Background: an optimization exercise with open tools, aiming at small area, a short achievable clock period and few clock cycles per item. Do not read the settings as production practice. RTL that was checked went through simulation tests only; none was proved equivalent to the original. Power figures rest on the tool's default switching activity, not on a simulated workload.

==> job 2435: inputs <==
## fp32_mul_pipe
module fp32_mul_pipe #(
  parameter logic [31:0] QNAN = fp32_pkg::QNAN
) (
  input  logic        clk,
  input  logic        rst_n,
  input  logic        in_valid,
  output logic        in_ready,
  input  logic [31:0] A,
  input  logic [31:0] B,
  output logic        out_valid,
  input  logic        out_ready,
  output logic [31:0] result,
  output logic [2:0]  flags
);
  localparam int NR = 72;
  localparam int HW = 36;
  logic adv;
  logic [NR-1:0] rd, rq;
  logic [HW-1:0] hia, hib;
  logic ck;
  logic sign_d, sign_q, tie0_d, tie0_q, tie1_d, tie1_q, ck_q;
  logic [1:0] cls_d, cls_q;
  logic signed [9:0] exp_d, exp_q;
  logic bo0, bt0, bn0;
  logic pp0_0;
  logic pp0_1;
  logic pp0_2;
  logic pp0_3;
  logic pp0_4;
  logic pp0_5;
  logic pp0_6;
  logic pp0_7;
  logic pp0_8;
  logic pp0_9;
  logic pp0_10;
  logic pp0_11;
  logic pp0_12;
  logic pp0_13;
  logic pp0_14;
  logic pp0_15;
  logic pp0_16;
  logic pp0_17;
  logic pp0_18;
  logic pp0_19;
  logic pp0_20;
  logic pp0_21;
  logic pp0_22;
  logic pp0_23;
  logic pp0_24;
  logic ns0;
  logic bo1, bt1, bn1;
  logic pp1_0;
  logic pp1_1;
  logic pp1_2;
  logic pp1_3;
  logic pp1_4;
  logic pp1_5;
  logic pp1_6;
  logic pp1_7;
  logic pp1_8;
  logic pp1_9;
  logic pp1_10;
  logic pp1_11;
  logic pp1_12;
  logic pp1_13;
  logic pp1_14;
  logic pp1_15;
  logic pp1_16;
  logic pp1_17;
  logic pp1_18;
  logic pp1_19;
  logic pp1_20;
  logic pp1_21;
  logic pp1_22;
  logic pp1_23;
  logic pp1_24;
  logic ns1;
  logic bo2, bt2, bn2;
  logic pp2_0;
  logic pp2_1;
  logic pp2_2;
  logic pp2_3;
  logic pp2_4;
  logic pp2_5;
  logic pp2_6;
  logic pp2_7;
  logic pp2_8;
  logic pp2_9;
  logic pp2_10;
  logic pp2_11;
  logic pp2_12;
  logic pp2_13;
  logic pp2_14;
  logic pp2_15;
  logic pp2_16;
  logic pp2_17;
  logic pp2_18;
  logic pp2_19;
  logic pp2_20;
  ...
==> flow/config.mk <==
export PLATFORM = sky130hd
export DESIGN_NAME = fp32_mul_pipe
export DESIGN_NICKNAME = fp32_mul_pipe
export VERILOG_FILES = /design/flow/design.v
export SDC_FILE = /design/flow/constraint.sdc
export NUM_CORES = 4
export LEC_CHECK = 0
export ABC_AREA = 1
export CAP_MARGIN = 20
export CORE_MARGIN = 2
export CORE_UTILIZATION = 45
export SETUP_SLACK_MARGIN = 3
export SLEW_MARGIN = 20
export TNS_END_PERCENT = 5
==> flow/constraint.sdc <==
create_clock -name core_clock -period 8.0 [get_ports {clk}]
set_input_delay 1.6000 -clock core_clock [delete_from_list [all_inputs] [get_ports {clk}]]
set_output_delay 1.6000 -clock core_clock [all_outputs]
set_load 0.01 [all_outputs]
standard.sh (not shown) runs the stock make flow with config.mk's settings and CLKGATE_MAP_FILE= SYNTH_SCRIPT=/design/flow/synth_recipe.tcl, a recipe that flattens the netlist after the stock synthesis.
==> flow/flow/run.sh <==
#!/bin/bash
# The standard layout, with the port buffers that global placement inserts made plain
# buffers (sky130_fd_sc_hd__buf_2) instead of the delay cell that buffer_ports picks.
set -euo pipefail
export BUFFER_PORTS_ARGS="-buffer_cell sky130_fd_sc_hd__buf_2"
bash standard.sh finish > standard_flow.log 2>&1
==> job 6221 (differences from job 2435) <==
--- a/flow/design.v
+++ b/flow/design.v
@@ -79,12 +79,12 @@
   output logic        out_valid,
   input  logic        out_ready,
   output logic [31:0] result,
   output logic [2:0]  flags
 );
-  localparam int NR = 72;
-  localparam int HW = 36;
+  localparam int NR = 54;
+  localparam int HW = 27;
   logic adv;
   logic [NR-1:0] rd, rq;
   logic [HW-1:0] hia, hib;
   logic ck;
   logic sign_d, sign_q, tie0_d, tie0_q, tie1_d, tie1_q, ck_q;
@@ -1648,88 +1648,70 @@
   assign fc292 = (fs247 & hc205) | (fs247 & fc246) | (hc205 & fc246);
   assign fs293 = A[22] ^ hs248 ^ fc247;
   assign fc293 = (A[22] & hs248) | (A[22] & fc247) | (hs248 & fc247);
   assign hs294 = 1'b1 ^ hc248;
   assign hc294 = 1'b1 & hc248;
-  logic [11:0] loa, lob;
-  logic [12:0] lo_sum;
-  assign loa = {fs258, fs257, fs256, fs255, fs254, fs253, fs252, fs251, hs250, hs249, pp0_1, pp0_0};
-  assign lob = {fc257, fc256, fc255, fc254, fc253, fc252, fc251, hc250, hc249, bn1, 1'b0, bn0};
+  logic [20:0] loa, lob;
+  logic [21:0] lo_sum;
+  assign loa = {fs267, fs266, fs265, fs264, fs263, fs262, fs261, fs260, fs259, fs258, fs257, fs256, fs255, fs254, fs253, fs252, fs251, hs250, hs249, pp0_1, pp0_0};
+  assign lob = {fc266, fc265, fc264, fc263, fc262, fc261, fc260, fc259, fc258, fc257, fc256, fc255, fc254, fc253, fc252, fc251, hc250, hc249, bn1, 1'b0, bn0};
   assign lo_sum = {1'b0, loa} + {1'b0, lob};
-  assign ck = lo_sum[12];
-  assign rd[0] = fs259;
-  assign rd[1] = fc258;
-  assign rd[2] = fs260;
-  assign rd[3] = fc259;
-  assign rd[4] = fs261;
-  assign rd[5] = fc260;
-  assign rd[6] = fs262;
-  assign rd[7] = fc261;
-  assign rd[8] = fs263;
-  assign rd[9] = fc262;
-  assign rd[10] = fs264;
-  assign rd[11] = fc263;
-  assign rd[12] = fs265;
-  assign rd[13] = fc264;
-  assign rd[14] = fs266;
-  assign rd[15] = fc265;
-  assign rd[16] = fs267;
-  assign rd[17] = fc266;
-  assign rd[18] = fs268;
-  assign rd[19] = fc267;
-  assign rd[20] = fs269;
-  assign rd[21] = fc268;
-  assign rd[22] = fs270;
-  assign rd[23] = fc269;
-  assign rd[24] = fs271;
-  assign rd[25] = fc270;
-  assign rd[26] = fs272;
-  assign rd[27] = fc271;
-  assign rd[28] = fs273;
-  assign rd[29] = fc272;
-  assign rd[30] = fs274;
-  assign rd[31] = fc273;
-  assign rd[32] = fs275;
-  assign rd[33] = fc274;
-  assign rd[34] = fs276;
-  assign rd[35] = fc275;
-  assign rd[36] = fs277;
-  assign rd[37] = fc276;
-  assign rd[38] = fs278;
-  assign rd[39] = fc277;
-  assign rd[40] = fs279;
-  assign rd[41] = fc278;
-  assign rd[42] = fs280;
-  assign rd[43] = fc279;
-  assign rd[44] = fs281;
-  assign rd[45] = fc280;
-  assign rd[46] = fs282;
-  assign rd[47] = fc281;
-  assign rd[48] = fs283;
-  assign rd[49] = fc282;
-  assign rd[50] = fs284;
-  assign rd[51] = fc283;
-  assign rd[52] = fs285;
-  assign rd[53] = fc284;
-  assign rd[54] = fs286;
-  assign rd[55] = fc285;
-  assign rd[56] = fs287;
-  assign rd[57] = fc286;
-  assign rd[58] = fs288;
-  assign rd[59] = fc287;
-  assign rd[60] = fs289;
-  assign rd[61] = fc288;
-  assign rd[62] = fs290;
-  assign rd[63] = fc289;
-  assign rd[64] = fs291;
-  assign rd[65] = fc290;
-  assign rd[66] = fs292;
-  assign rd[67] = fc291;
-  assign rd[68] = fs293;
-  assign rd[69] = fc292;
-  assign rd[70] = hs294;
-  assign rd[71] = fc293;
+  assign ck = lo_sum[21];
+  assign rd[0] = fs268;
+  assign rd[1] = fc267;
+  assign rd[2] = fs269;
+  assign rd[3] = fc268;
+  assign rd[4] = fs270;
+  assign rd[5] = fc269;
+  assign rd[6] = fs271;
+  assign rd[7] = fc270;
+  assign rd[8] = fs272;
+  assign rd[9] = fc271;
+  assign rd[10] = fs273;
+  assign rd[11] = fc272;
+  assign rd[12] = fs274;
+  assign rd[13] = fc273;
+  assign rd[14] = fs275;
+  assign rd[15] = fc274;
+  assign rd[16] = fs276;
+  assign rd[17] = fc275;
+  assign rd[18] = fs277;
+  assign rd[19] = fc276;
+  assign rd[20] = fs278;
+  assign rd[21] = fc277;
+  assign rd[22] = fs279;
+  assign rd[23] = fc278;
+  assign rd[24] = fs280;
+  assign rd[25] = fc279;
+  assign rd[26] = fs281;
+  assign rd[27] = fc280;
+  assign rd[28] = fs282;
+  assign rd[29] = fc281;
+  assign rd[30] = fs283;
+  assign rd[31] = fc282;
+  assign rd[32] = fs284;
+  assign rd[33] = fc283;
+  assign rd[34] = fs285;
+  assign rd[35] = fc284;
+  assign rd[36] = fs286;
+  assign rd[37] = fc285;
+  assign rd[38] = fs287;
+  assign rd[39] = fc286;
+  assign rd[40] = fs288;
+  assign rd[41] = fc287;
+  assign rd[42] = fs289;
+  assign rd[43] = fc288;
+  assign rd[44] = fs290;
+  assign rd[45] = fc289;
+  assign rd[46] = fs291;
+  assign rd[47] = fc290;
+  assign rd[48] = fs292;
+  assign rd[49] = fc291;
+  assign rd[50] = fs293;
+  assign rd[51] = fc292;
+  assign rd[52] = hs294;
+  assign rd[53] = fc293;
   logic a_zero, b_zero, a_inf, b_inf, a_nan, b_nan;
   logic [23:0] lza, lzb, oha, ohb;
   assign a_zero = (A[30:23] == 8'h00);
   assign b_zero = (B[30:23] == 8'h00);
   assign a_inf  = (A[30:23] == 8'hFF) && (A[22:0] == 23'h0);
@@ -1775,13 +1757,13 @@
       tie1_q <= tie1_d;
       cls_q  <= cls_d;
       exp_q  <= exp_d;
     end
   end
-  assign hia = {rq[70], rq[68], rq[66], rq[64], rq[62], rq[60], rq[58], rq[56], rq[54], rq[52], rq[50], rq[48], rq[46], rq[44], rq[42], rq[40], rq[38], rq[36], rq[34], rq[32], rq[30], rq[28], rq[26], rq[24], rq[22], rq[20], rq[18], rq[16], rq[14], rq[12], rq[10], rq[8], rq[6], rq[4], rq[2], rq[0]};
-  assign hib = {rq[71], rq[69], rq[67], rq[65], rq[63], rq[61], rq[59], rq[57], rq[55], rq[53], rq[51], rq[49], rq[47], rq[45], rq[43], rq[41], rq[39], rq[37], rq[35], rq[33], rq[31], rq[29], rq[27], rq[25], rq[23], rq[21], rq[19], rq[17], rq[15], rq[13], rq[11], rq[9], rq[7], rq[5], rq[3], rq[1]};
-  fp32_round_pack #(.K(12), .QNAN(QNAN)) u_round_pack (
+  assign hia = {rq[52], rq[50], rq[48], rq[46], rq[44], rq[42], rq[40], rq[38], rq[36], rq[34], rq[32], rq[30], rq[28], rq[26], rq[24], rq[22], rq[20], rq[18], rq[16], rq[14], rq[12], rq[10], rq[8], rq[6], rq[4], rq[2], rq[0]};
+  assign hib = {rq[53], rq[51], rq[49], rq[47], rq[45], rq[43], rq[41], rq[39], rq[37], rq[35], rq[33], rq[31], rq[29], rq[27], rq[25], rq[23], rq[21], rq[19], rq[17], rq[15], rq[13], rq[11], rq[9], rq[7], rq[5], rq[3], rq[1]};
+  fp32_round_pack #(.K(21), .QNAN(QNAN)) u_round_pack (
     .hia    (hia),
     .hib    (hib),
     .cin    (ck_q),
     .tie0   (tie0_q),
     .tie1   (tie1_q),
==> flow/run.sh (new file) <==
#!/bin/bash
# synth_recipe.tcl (not shown) runs the flow's synth.tcl, then flattens the netlist and writes it again
# the make line also repeats each setting of config.mk as NAME=value (left out here)
make -C /OpenROAD-flow-scripts/flow DESIGN_CONFIG=/design/flow/config.mk WORK_HOME=/design/flow/orfs CLKGATE_MAP_FILE= SYNTH_SCRIPT=/design/flow/synth_recipe.tcl finish
Settings changed: ABC_AREA 1 to not set, CORE_UTILIZATION 45 to 55, SETUP_SLACK_MARGIN 3 to 2, TNS_END_PERCENT 5 to not set.
removed: flow/flow/run.sh
removed: flow/standard.sh
==> notes <==
Sequential share of layout area: job 2435 is higher than job 6221 (2.7 points).
Between job 6221 and job 2435, the lower synthesized cell count is in job 2435 (gap 21%, measured against job 2435).
Against job 6221, the utilization of job 2435 is lower by 4.8 points.
In job 2435 the register-to-register slack is worse than in job 6221, by 0.26 ns.
Between job 2435 and job 6221, the lower total power is in job 6221 (gap 11%, measured against job 6221).
In job 2435 the first-iteration DRC count is lower than in job 6221, by 24%.
In job 6221 the final cell count is higher than in job 2435, by 6.1%.
Testbench counts of job 6221, summed over its fixed seeds: cycles 8,008, items 8,000.
For job 2435, only the layout was checked, not whether the RTL still works.

========
==> v34 <==
Another version of the RTL of fp32_mul_pipe (not shown whole).
clock: 8.0 ns
lec_check: 0
abc_area: 1
cap_margin: 20
core_margin: 2
core_utilization: 55
cts_buf_list: sky130_fd_sc_hd__clkbuf_4 sky130_fd_sc_hd__clkbuf_8
setup_slack_margin: 2.6
slew_margin: 20
synth_hierarchical: 1
synth_minimum_keep_size: 0
tns_end_percent: 5
==> flow/flow/run.sh <==
#!/bin/bash
# The standard layout, with the port buffers that global placement inserts made plain
# buffers (sky130_fd_sc_hd__buf_2) instead of the delay cell that buffer_ports picks.
set -euo pipefail
export BUFFER_PORTS_ARGS="-buffer_cell sky130_fd_sc_hd__buf_2"
bash standard.sh finish > standard_flow.log 2>&1
==> inputs of v5, as changes to v34 <==
Settings changed: CORE_UTILIZATION 55 to 45, PLACE_DENSITY set to 0.7.
==> inputs of v12, as changes to v34 <==
Settings changed: ABC_AREA 1 to 0, CORE_UTILIZATION 55 to 45, CTS_BUF_LIST sky130_fd_sc_hd__clkbuf_4 sky130_fd_sc_hd__clkbuf_8 to not set, SETUP_SLACK_MARGIN 2.6 to 2.5.
==> inputs of v31, as changes to v34 <==
==> flow/flow/run.sh (replaced) <==
#!/bin/bash
# The standard layout, with two changes: the port buffers that global placement inserts
# are plain buffers (sky130_fd_sc_hd__buf_2) instead of the delay cell buffer_ports picks,
# and after global routing the resizer downsizes gates off the critical paths
# (ORFS's RECOVER_POWER step).
set -euo pipefail
export BUFFER_PORTS_ARGS="-buffer_cell sky130_fd_sc_hd__buf_2"
export RECOVER_POWER=100
bash standard.sh finish > standard_flow.log 2>&1
Settings changed: CORE_UTILIZATION 55 to 45, CTS_BUF_LIST sky130_fd_sc_hd__clkbuf_4 sky130_fd_sc_hd__clkbuf_8 to not set, SETUP_SLACK_MARGIN 2.6 to 2.5.
==> flow_metrics.py <==
metrics = {
    "yosys": {
        "synth.area.top_cells": "fa_1 (21%), edfxtp_1 (11%), a21oi_1 (10%)",
    },
    "floorplan": {
        "coreArea_sq_um": 54100,
    },
    "status": {
        "status": "finished clean",
    },
    "critical_path": {
        "reg2reg_slack_ps": 5810,
    },
    "power_and_ir_drop": {
        "swShare_pct": 52.2,
    },
}
-- figures above: v12

==> flow_metrics.py <==
metrics = {
    "status": {
        "status": "failed layout checks",
        "failed_checks": "capacitance limit, slew limit",
    },
    "sta": {
        "report.final.slew_viol_count": 117,
    },
    "critical_path": {
        "reg2reg_slack_ps": 3420,
    },
    "yosys": {
        "synth.area.top_cells": "fa_1 (27%), edfxtp_1 (14%), xor2_1 (12%)",
    },
    "floorplan": {
        "coreArea_sq_um": 42900,
    },
    "power_and_ir_drop": {
        "power_density_nw_per_um2": 418,
        "swShare_pct": 53.6,
    },
    "job": {
        "cap_violations": 3,
    },
}
-- figures above: v31

==> flow_metrics.py <==
metrics = {
    "status": {
        "status": "finished clean",
    },
    "routing": {
        "vias": 17500,
    },
    "floorplan": {
        "coreArea_sq_um": 34700,
    },
    "place": {
        "dp_slack_ps": 1350,
    },
    "sta": {
        "finalSetupTns_ps": 0,
    },
    "critical_path": {
        "reg2reg_slack_ps": 5860,
    },
    "yosys": {
        "synth_top_area_cell": "fa_1",
        "synth_cell_types": 53,
    },
}
-- figures above: v34

==> flow_metrics.py <==
metrics = {
    "status": {
        "status": "finished clean",
    },
    "power_and_ir_drop": {
        "p_seq_w": 0.00118,
        "swShare_pct": 54.4,
    },
    "floorplan": {
        "coreArea_sq_um": 42900,
    },
    "global_route": {
        "grt_usage_pct": 28.7,
    },
    "critical_path": {
        "required_ps": 8140,
        "reg2reg_slack_ps": 5920,
    },
}
-- figures above: v5

Testbench counts of v34, summed over its fixed seeds: cycles 8,008, items 8,000.
Testbench counts of v5, summed over its fixed seeds: cycles 8,008, items 8,000.
Testbench counts of v12, summed over its fixed seeds: cycles 8,008, items 8,000.
Testbench counts of v31, summed over its fixed seeds: cycles 8,008, items 8,000.

## re-timing with driven ports
The flow's constraints put no driver on any port. The routed layouts listed below were extracted and timed again, unchanged, in two steps.
Step 1 sets driving cells, clkbuf_16 on the clock port and buf_2 on the other inputs (assumed; they add their load-dependent delay and slew).
Step 2 moves the port delays by t, midway between the first and last clock arrival at a register: inputs arrive t later, outputs are due t later. That takes back most of the time a late clock gives input paths.
Slacks: ideal / step 1 / step 2; pairs: ideal / step 1.
| run | t, ns | setup slack, ns | worst slew at a driven data input, ns |
|---|---|---|---|
| job 2435 | 0.395 | 2.762 / 2.750 / 2.356 | 0.09 |
| job 6221 | 0.428 | 1.841 / 1.845 / 1.417 | 0.12 |
| v34 | 0.460 | 2.616 / 2.647 / 2.188 | 0.07 |
| v5 | 0.442 | 2.648 / 2.656 / 2.214 | 0.05 |
| v12 | 0.433 | 2.484 / 2.423 / 1.990 | 0.17 |
| v31 | 0.408 | 1.666 / 1.691 / 1.283 | 0.06 |
For v12, which loses most, drivers alone change the setup slack by -0.061 ns; drivers and shift together by -0.494 ns.
